From an optimization exercise on the open Yosys and OpenROAD flow, aimed at small area, a short achievable clock period and few clock cycles per item; shortcuts taken in it are not production practice.
Function was checked by simulation only, so behaviour that the tests miss may differ from the original.
Power and IR drop assume default switching activity.

==> flow/design.v <==
package dmem_pkg;
    localparam int unsigned WORD_BYTES = 4;
    function automatic logic addr_err(input logic [31:0] addr, input int unsigned depth);
        addr_err = ((addr % WORD_BYTES) != 0) || ((addr / WORD_BYTES) >= depth);
    endfunction
endpackage
module dmem_array #(
    parameter int unsigned DEPTH  = 64,
    parameter int unsigned DATA_W = 32
) (
    input  logic              clk,
    input  logic [DEPTH-1:0]  rsel,     
    input  logic [DEPTH-1:0]  wsel,     
    input  logic [DATA_W-1:0] wdata,
    output logic [DATA_W-1:0] rdata
);
    logic [DATA_W-1:0] word_q [DEPTH];
    logic [DATA_W-1:0] word_rd [DEPTH];
    for (genvar w = 0; w < DEPTH; w++) begin : g_word
        always_ff @(posedge clk) begin
            if (wsel[w]) begin
                word_q[w] <= wdata;
            end
        end
        assign word_rd[w] = word_q[w] & {DATA_W{rsel[w]}};
    end
    always_comb begin
        rdata = '0;
        for (int w = 0; w < DEPTH; w++) begin
            rdata = rdata | word_rd[w];
        end
    end
endmodule
import dmem_pkg::*;
module dmem_responder #(
    parameter int unsigned DEPTH  = 64,
    parameter int unsigned DATA_W = 32
) (
    input  logic              clk,
    input  logic              reset,
    input  logic              req_valid,
    output logic              req_ready,
    input  logic              req_we,
    input  logic [31:0]       req_addr,
    input  logic [DATA_W-1:0] req_wdata,
    output logic              rsp_valid,
    input  logic              rsp_ready,
    output logic [DATA_W-1:0] rsp_rdata,
    output logic              rsp_err
);
    localparam int unsigned IDX_W = $clog2(DEPTH);
    logic              accept, req_err;
    logic [IDX_W-1:0]  idx;
    logic [DEPTH-1:0]  req_sel;
    logic              a_valid, a_hold, a_err;
    logic [DEPTH-1:0]  a_rsel, a_wsel;
    logic [DATA_W-1:0] a_wdata;
    logic              b_valid, s_valid;
    logic [DATA_W-1:0] s_rdata;
    logic              s_err;
    logic              a_move, take;
    logic [DATA_W-1:0] res_rdata;
    assign req_err = (req_addr[1:0] != 2'b00) || (req_addr[31:2] >= DEPTH);
    assign accept = req_valid & ~a_hold;
    assign idx    = req_addr[IDX_W+1:2];
    logic [7:0] sel_hi, sel_lo;
    for (genvar i = 0; i < 8; i++) begin : g_pre
        assign sel_hi[i] = (idx[5:3] == 3'(i)) & ~req_err;
        assign sel_lo[i] = (idx[2:0] == 3'(i));
    end
    for (genvar w = 0; w < DEPTH; w++) begin : g_sel
        assign req_sel[w] = sel_hi[w / 8] & sel_lo[w % 8];
    end
    always_ff @(posedge clk or negedge reset) begin
        if (!reset) begin
            a_valid <= 1'b0;
        end else begin
            a_valid <= a_hold | req_valid;
        end
    end
    always_ff @(posedge clk) begin
        a_wsel <= req_sel & {DEPTH{accept & req_we}};
    end
    always_ff @(posedge clk) begin
        if (!a_hold) begin
            a_rsel <= req_sel & {DEPTH{~req_we}};
            a_err  <= req_err;
        end
        a_wdata <= req_wdata;
    end
    dmem_array #(
        .DEPTH  (DEPTH),
        .DATA_W (DATA_W)
    ) u_array (
        .clk   (clk),
        .rsel  (a_rsel),
        .wsel  (a_wsel),
        .wdata (a_wdata),
        .rdata (res_rdata)
    );
    assign a_move    = a_valid & ~a_hold;
    assign take = b_valid & rsp_ready;
    logic a_valid_n, b_valid_n, s_valid_n, full_n;
    always_comb begin
        a_valid_n = a_hold | req_valid;
        b_valid_n = b_valid;
        s_valid_n = s_valid;
        if (!b_valid || take) begin
            b_valid_n = s_valid | a_move;
            s_valid_n = 1'b0;
        end else if (a_move) begin
            s_valid_n = 1'b1;
        end
        full_n = a_valid_n & b_valid_n & s_valid_n;
    end
    always_ff @(posedge clk or negedge reset) begin
        if (!reset) begin
            b_valid   <= 1'b0;
            s_valid   <= 1'b0;
            a_hold    <= 1'b0;
        end else begin
            b_valid   <= b_valid_n;
            s_valid   <= s_valid_n;
            a_hold    <= full_n;
        end
    end
    always_ff @(posedge clk) begin
        req_ready <= ~full_n;
    end
    logic              b_load, b_hold, b_from_s, b_from_a;
    logic [DATA_W-1:0] b_rdata_d;
    logic              b_err_d;
    assign b_load     = ~b_valid | rsp_ready;
    assign b_hold     = ~b_load;
    assign b_from_s   = b_load & s_valid;
    assign b_from_a   = b_load & ~s_valid;
    assign b_rdata_d  = ({DATA_W{b_hold}} & rsp_rdata)
                      | ({DATA_W{b_from_s}} & s_rdata)
                      | ({DATA_W{b_from_a}} & res_rdata);
    assign b_err_d    = (b_hold & rsp_err) | (b_from_s & s_err) | (b_from_a & a_err);
    always_ff @(posedge clk) begin
        rsp_rdata <= b_rdata_d;
        rsp_err   <= b_err_d;
        if (!s_valid) begin
            s_rdata <= res_rdata;
            s_err   <= a_err;
        end
    end
    assign rsp_valid = b_valid;
endmodule
Settings: LEC_CHECK=0, CAP_MARGIN=20, CORE_MARGIN=2, CORE_UTILIZATION=48, CTS_BUF_LIST=sky130_fd_sc_hd__clkbuf_16, CTS_CLUSTER_DIAMETER=100, CTS_CLUSTER_SIZE=25, SETUP_SLACK_MARGIN=1.9, SLEW_MARGIN=20, TNS_END_PERCENT=100; clock period 4.0 ns.
standard.sh (not shown) runs the stock make flow with config.mk's settings and CLKGATE_MAP_FILE= SYNTH_SCRIPT=/design/flow/synth_recipe.tcl, a recipe that flattens the netlist after the stock synthesis.
==> flow/flow/run.sh <==
#!/bin/bash
# The standard layout (standard.sh) with these changes, all passed as ORFS make variables:
#  - synthesis maps the logic with an area-recovering ABC mapping
#    (flow/abc_speed.script) instead of ORFS's delay-first script; timing repair in
#    the later steps does the sizing;
#  - the port buffers are buf_4 cells (buffer_ports -buffer_cell) rather than the
#    default pick, a slow delay buffer on this platform;
#  - timing repair may resize cells across footprints (MATCH_CELL_FOOTPRINT=0);
#  - besides the platform's own don't-use cells, the slow high-stack cells (a222oi,
#    a2111o(i), a311o(i), a41o(i), nor4*, or4*, o2111*, o311*, o41*) are not used.
# Everything else is ORFS's own scripts, unchanged. make's output goes to make_finish.log,
# and each ORFS step writes its own log under orfs/logs.
set -euo pipefail
dont_use=(
    sky130_fd_sc_hd__probe_p_8
    sky130_fd_sc_hd__probec_p_8
    sky130_fd_sc_hd__lpflow_bleeder_1
    sky130_fd_sc_hd__lpflow_clkbufkapwr_1
    sky130_fd_sc_hd__lpflow_clkbufkapwr_16
    sky130_fd_sc_hd__lpflow_clkbufkapwr_2
    sky130_fd_sc_hd__lpflow_clkbufkapwr_4
    sky130_fd_sc_hd__lpflow_clkbufkapwr_8
    sky130_fd_sc_hd__lpflow_clkinvkapwr_1
    sky130_fd_sc_hd__lpflow_clkinvkapwr_16
    sky130_fd_sc_hd__lpflow_clkinvkapwr_2
    sky130_fd_sc_hd__lpflow_clkinvkapwr_4
    sky130_fd_sc_hd__lpflow_clkinvkapwr_8
    sky130_fd_sc_hd__lpflow_decapkapwr_12
    sky130_fd_sc_hd__lpflow_decapkapwr_3
    sky130_fd_sc_hd__lpflow_decapkapwr_4
    sky130_fd_sc_hd__lpflow_decapkapwr_6
    sky130_fd_sc_hd__lpflow_decapkapwr_8
    sky130_fd_sc_hd__lpflow_inputiso0n_1
    sky130_fd_sc_hd__lpflow_inputiso0p_1
    sky130_fd_sc_hd__lpflow_inputiso1n_1
    sky130_fd_sc_hd__lpflow_inputiso1p_1
    sky130_fd_sc_hd__lpflow_inputisolatch_1
    sky130_fd_sc_hd__lpflow_isobufsrc_1
    sky130_fd_sc_hd__lpflow_isobufsrc_16
    sky130_fd_sc_hd__lpflow_isobufsrc_2
    sky130_fd_sc_hd__lpflow_isobufsrc_4
    sky130_fd_sc_hd__lpflow_isobufsrc_8
    sky130_fd_sc_hd__lpflow_isobufsrckapwr_16
    sky130_fd_sc_hd__lpflow_lsbuf_lh_hl_isowell_tap_1
    sky130_fd_sc_hd__lpflow_lsbuf_lh_hl_isowell_tap_2
    sky130_fd_sc_hd__lpflow_lsbuf_lh_hl_isowell_tap_4
    sky130_fd_sc_hd__lpflow_lsbuf_lh_isowell_4
    sky130_fd_sc_hd__lpflow_lsbuf_lh_isowell_tap_1
    sky130_fd_sc_hd__lpflow_lsbuf_lh_isowell_tap_2
    sky130_fd_sc_hd__lpflow_lsbuf_lh_isowell_tap_4
    sky130_fd_sc_hd__a2111o_1
    sky130_fd_sc_hd__a2111o_2
    sky130_fd_sc_hd__a2111o_4
    sky130_fd_sc_hd__a2111oi_0
    sky130_fd_sc_hd__a2111oi_1
    sky130_fd_sc_hd__a2111oi_2
    sky130_fd_sc_hd__a2111oi_4
    sky130_fd_sc_hd__a222oi_1
    sky130_fd_sc_hd__a311o_1
    sky130_fd_sc_hd__a311o_2
    sky130_fd_sc_hd__a311o_4
    sky130_fd_sc_hd__a311oi_1
    sky130_fd_sc_hd__a311oi_2
    sky130_fd_sc_hd__a311oi_4
    sky130_fd_sc_hd__a41o_1
    sky130_fd_sc_hd__a41o_2
    sky130_fd_sc_hd__a41o_4
    sky130_fd_sc_hd__a41oi_1
    sky130_fd_sc_hd__a41oi_2
    sky130_fd_sc_hd__a41oi_4
    sky130_fd_sc_hd__nor4_1
    sky130_fd_sc_hd__nor4_2
    sky130_fd_sc_hd__nor4_4
    sky130_fd_sc_hd__nor4b_1
    sky130_fd_sc_hd__nor4b_2
    sky130_fd_sc_hd__nor4b_4
    sky130_fd_sc_hd__nor4bb_1
    sky130_fd_sc_hd__nor4bb_2
    sky130_fd_sc_hd__nor4bb_4
    sky130_fd_sc_hd__o2111a_1
    sky130_fd_sc_hd__o2111a_2
    sky130_fd_sc_hd__o2111a_4
    sky130_fd_sc_hd__o2111ai_1
    sky130_fd_sc_hd__o2111ai_2
    sky130_fd_sc_hd__o2111ai_4
    sky130_fd_sc_hd__o311a_1
    sky130_fd_sc_hd__o311a_2
    sky130_fd_sc_hd__o311a_4
    sky130_fd_sc_hd__o311ai_0
    sky130_fd_sc_hd__o311ai_1
    sky130_fd_sc_hd__o311ai_2
    sky130_fd_sc_hd__o311ai_4
    sky130_fd_sc_hd__o41a_1
    sky130_fd_sc_hd__o41a_2
    sky130_fd_sc_hd__o41a_4
    sky130_fd_sc_hd__o41ai_1
    sky130_fd_sc_hd__o41ai_2
    sky130_fd_sc_hd__o41ai_4
    sky130_fd_sc_hd__or4_1
    sky130_fd_sc_hd__or4_2
    sky130_fd_sc_hd__or4_4
    sky130_fd_sc_hd__or4b_1
    sky130_fd_sc_hd__or4b_2
    sky130_fd_sc_hd__or4b_4
    sky130_fd_sc_hd__or4bb_1
    sky130_fd_sc_hd__or4bb_2
    sky130_fd_sc_hd__or4bb_4
)
here=$(pwd)
rm -rf "$here/scripts_mod"
mkdir -p "$here/scripts_mod"
for f in "$FLOW_HOME"/scripts/*; do
    ln -s "$f" "$here/scripts_mod/"
done
rm "$here/scripts_mod/abc_speed.script"
cp "$here/flow/abc_speed.script" "$here/scripts_mod/abc_speed.script"
bash standard.sh SCRIPTS_DIR="$here/scripts_mod" \
    "BUFFER_PORTS_ARGS=-buffer_cell sky130_fd_sc_hd__buf_4" \
    MATCH_CELL_FOOTPRINT=0 \
    "DONT_USE_CELLS=${dont_use[*]}" \
    finish > "$here/make_finish.log" 2>&1
==> flow/flow/abc_speed.script <==
strash
&get -n
&fraig -x
&put
dc2
strash
&get -n
&dch -f
&nf
&put
Testbench counts at the start, summed over its fixed seeds: cycles 12,016, items 12,000.
Change:
--- a/flow/flow/run.sh
+++ b/flow/flow/run.sh
@@ -2,5 +2,4 @@
 # The standard layout (standard.sh) with these changes, all passed as ORFS make variables:
-#  - synthesis maps the logic with an area-recovering ABC mapping
-#    (flow/abc_speed.script) instead of ORFS's delay-first script; timing repair in
-#    the later steps does the sizing;
+#  - synthesis maps the logic with an area-recovering ABC mapping followed by
+#    delay-driven sizing (flow/abc_speed.script) instead of ORFS's delay-first script;
 #  - the port buffers are buf_4 cells (buffer_ports -buffer_cell) rather than the
==> flow/flow/abc_speed.script (replaced) <==
strash
&get -n
&fraig -x
&put
dc2
strash
&get -n
&dch -f
&nf
&put
buffer -p
upsize -D 1500
dnsize -D 1500
CORE_UTILIZATION = 42   (was 48)
SETUP_SLACK_MARGIN = 2.0   (was 1.9)
Outcome: Routed wire length rises by 8.7%; clock-buffer cell count fell by 1; area after synthesis came out higher by 1.1%; via count increases by 3.9%; clock skew went up by 0.0062 ns.
Change:
--- a/flow/flow/run.sh
+++ b/flow/flow/run.sh
@@ -2,4 +2,5 @@
 # The standard layout (standard.sh) with these changes, all passed as ORFS make variables:
-#  - synthesis maps the logic with an area-recovering ABC mapping followed by
-#    delay-driven sizing (flow/abc_speed.script) instead of ORFS's delay-first script;
+#  - synthesis maps the logic with an area-recovering ABC mapping
+#    (flow/abc_speed.script) instead of ORFS's delay-first script; timing repair in
+#    the later steps does the sizing;
 #  - the port buffers are buf_4 cells (buffer_ports -buffer_cell) rather than the
==> flow/flow/abc_speed.script (replaced) <==
strash
&get -n
&fraig -x
&put
dc2
strash
&get -n
&dch -f
&nf
&put
What happened: Critical path depth rose by 1. Setup slack gets better by 0.13 ns. Via count fell by 1.3%. Total power drops by 1.2%.
Change:
--- a/flow/flow/run.sh
+++ b/flow/flow/run.sh
@@ -2,5 +2,4 @@
 # The standard layout (standard.sh) with these changes, all passed as ORFS make variables:
-#  - synthesis maps the logic with an area-recovering ABC mapping
-#    (flow/abc_speed.script) instead of ORFS's delay-first script; timing repair in
-#    the later steps does the sizing;
+#  - synthesis maps the logic with an area-recovering ABC mapping followed by
+#    delay-driven sizing (flow/abc_speed.script) instead of ORFS's delay-first script;
 #  - the port buffers are buf_4 cells (buffer_ports -buffer_cell) rather than the
==> flow/flow/abc_speed.script (replaced) <==
strash
&get -n
&fraig -x
&put
dc2
strash
&get -n
&dch -f
&nf
&put
buffer -p
upsize -D 1500
dnsize -D 1500
SETUP_SLACK_MARGIN = 1.9   (was 2.0)
=> The changed run finished clean; clock power hardly moves; cell area hardly moves; wire length goes up by 1.6%; area after synthesis rose by about 1.1%; cell count goes up by 0.44%; critical path depth falls by 1.
Change:
--- a/flow/flow/run.sh
+++ b/flow/flow/run.sh
@@ -2,4 +2,5 @@
 # The standard layout (standard.sh) with these changes, all passed as ORFS make variables:
-#  - synthesis maps the logic with an area-recovering ABC mapping followed by
-#    delay-driven sizing (flow/abc_speed.script) instead of ORFS's delay-first script;
+#  - synthesis maps the logic with an area-recovering ABC mapping
+#    (flow/abc_speed.script) instead of ORFS's delay-first script; timing repair in
+#    the later steps does the sizing;
 #  - the port buffers are buf_4 cells (buffer_ports -buffer_cell) rather than the
==> flow/flow/abc_speed.script (replaced) <==
strash
&get -n
&fraig -x
&put
dc2
strash
&get -n
&dch -f
&nf
&put
Result:
- cell area is lower slightly
- worst setup slack gets better by 0.12 ns
- wire length decreases by a few percent
- global-route usage goes down by 1.2 points
- total power went down slightly
- synthesized area falls slightly
- combinational power decreases by roughly a tenth
- critical path depth is unchanged
- core utilization falls by 0.53 points
- clock skew falls by 0.014 ns
Change:
--- a/flow/flow/run.sh
+++ b/flow/flow/run.sh
@@ -2,5 +2,4 @@
 # The standard layout (standard.sh) with these changes, all passed as ORFS make variables:
-#  - synthesis maps the logic with an area-recovering ABC mapping
-#    (flow/abc_speed.script) instead of ORFS's delay-first script; timing repair in
-#    the later steps does the sizing;
+#  - synthesis maps the logic with an area-recovering ABC mapping followed by
+#    delay-driven sizing (flow/abc_speed.script) instead of ORFS's delay-first script;
 #  - the port buffers are buf_4 cells (buffer_ports -buffer_cell) rather than the
==> flow/flow/abc_speed.script (replaced) <==
strash
&get -n
&fraig -x
&put
dc2
strash
&get -n
&dch -f
&nf
&put
buffer -p
upsize -D 1500
dnsize -D 1500
CORE_UTILIZATION = 50   (was 42)
Routed wire length increases by 5.2%.
Final area goes up by 2.4%.
First-iteration DRC count climbs by 2.1%.
Critical path depth stays the same.
Power went up by 1.8%.
Via count grows by 2.2%.

## separate check: timing with driven ports
Ports are ideal in the flow. The routed layouts listed here were re-timed in OpenROAD. Step 1 (the two cells are an assumption about what drives the block):
set clk [get_ports {clk}]
set_driving_cell -lib_cell sky130_fd_sc_hd__clkbuf_16 $clk
set_driving_cell -lib_cell sky130_fd_sc_hd__buf_2 [delete_from_list [all_inputs] $clk]
Step 2, shift: input delay + t, output delay - t, t = (earliest + latest rising clock arrival at the registers) / 2. This alone moves slack from input paths to output paths. Three values: ideal, step 1, step 2; two values: the first two.
| run | t (ns) | slack for setup (ns) | worst register clock-pin slew, ns | pins driven straight from the clock port |
|---|---|---|---|---|
| the first run | 0.842 | 1.860 / 1.790 / 1.511 | 0.11 / 0.11 | 1 |
| the second run | 0.861 | 1.670 / 1.670 / 1.357 | 0.11 / 0.11 | 1 |
| the third run | 0.863 | 1.798 / 1.733 / 1.418 | 0.11 / 0.11 | 1 |
| the fourth run | 0.849 | 1.724 / 1.714 / 1.421 | 0.11 / 0.11 | 1 |
| the fifth run | 0.851 | 1.843 / 1.786 / 1.371 | 0.11 / 0.11 | 1 |
| the sixth run | 0.855 | 1.768 / 1.709 / 1.132 | 0.11 / 0.11 | 1 |
After both steps setup and hold are still met in every run listed. The setup slack of the sixth run, which loses most, moves by -0.059 ns with the drivers and by -0.636 ns with both steps.
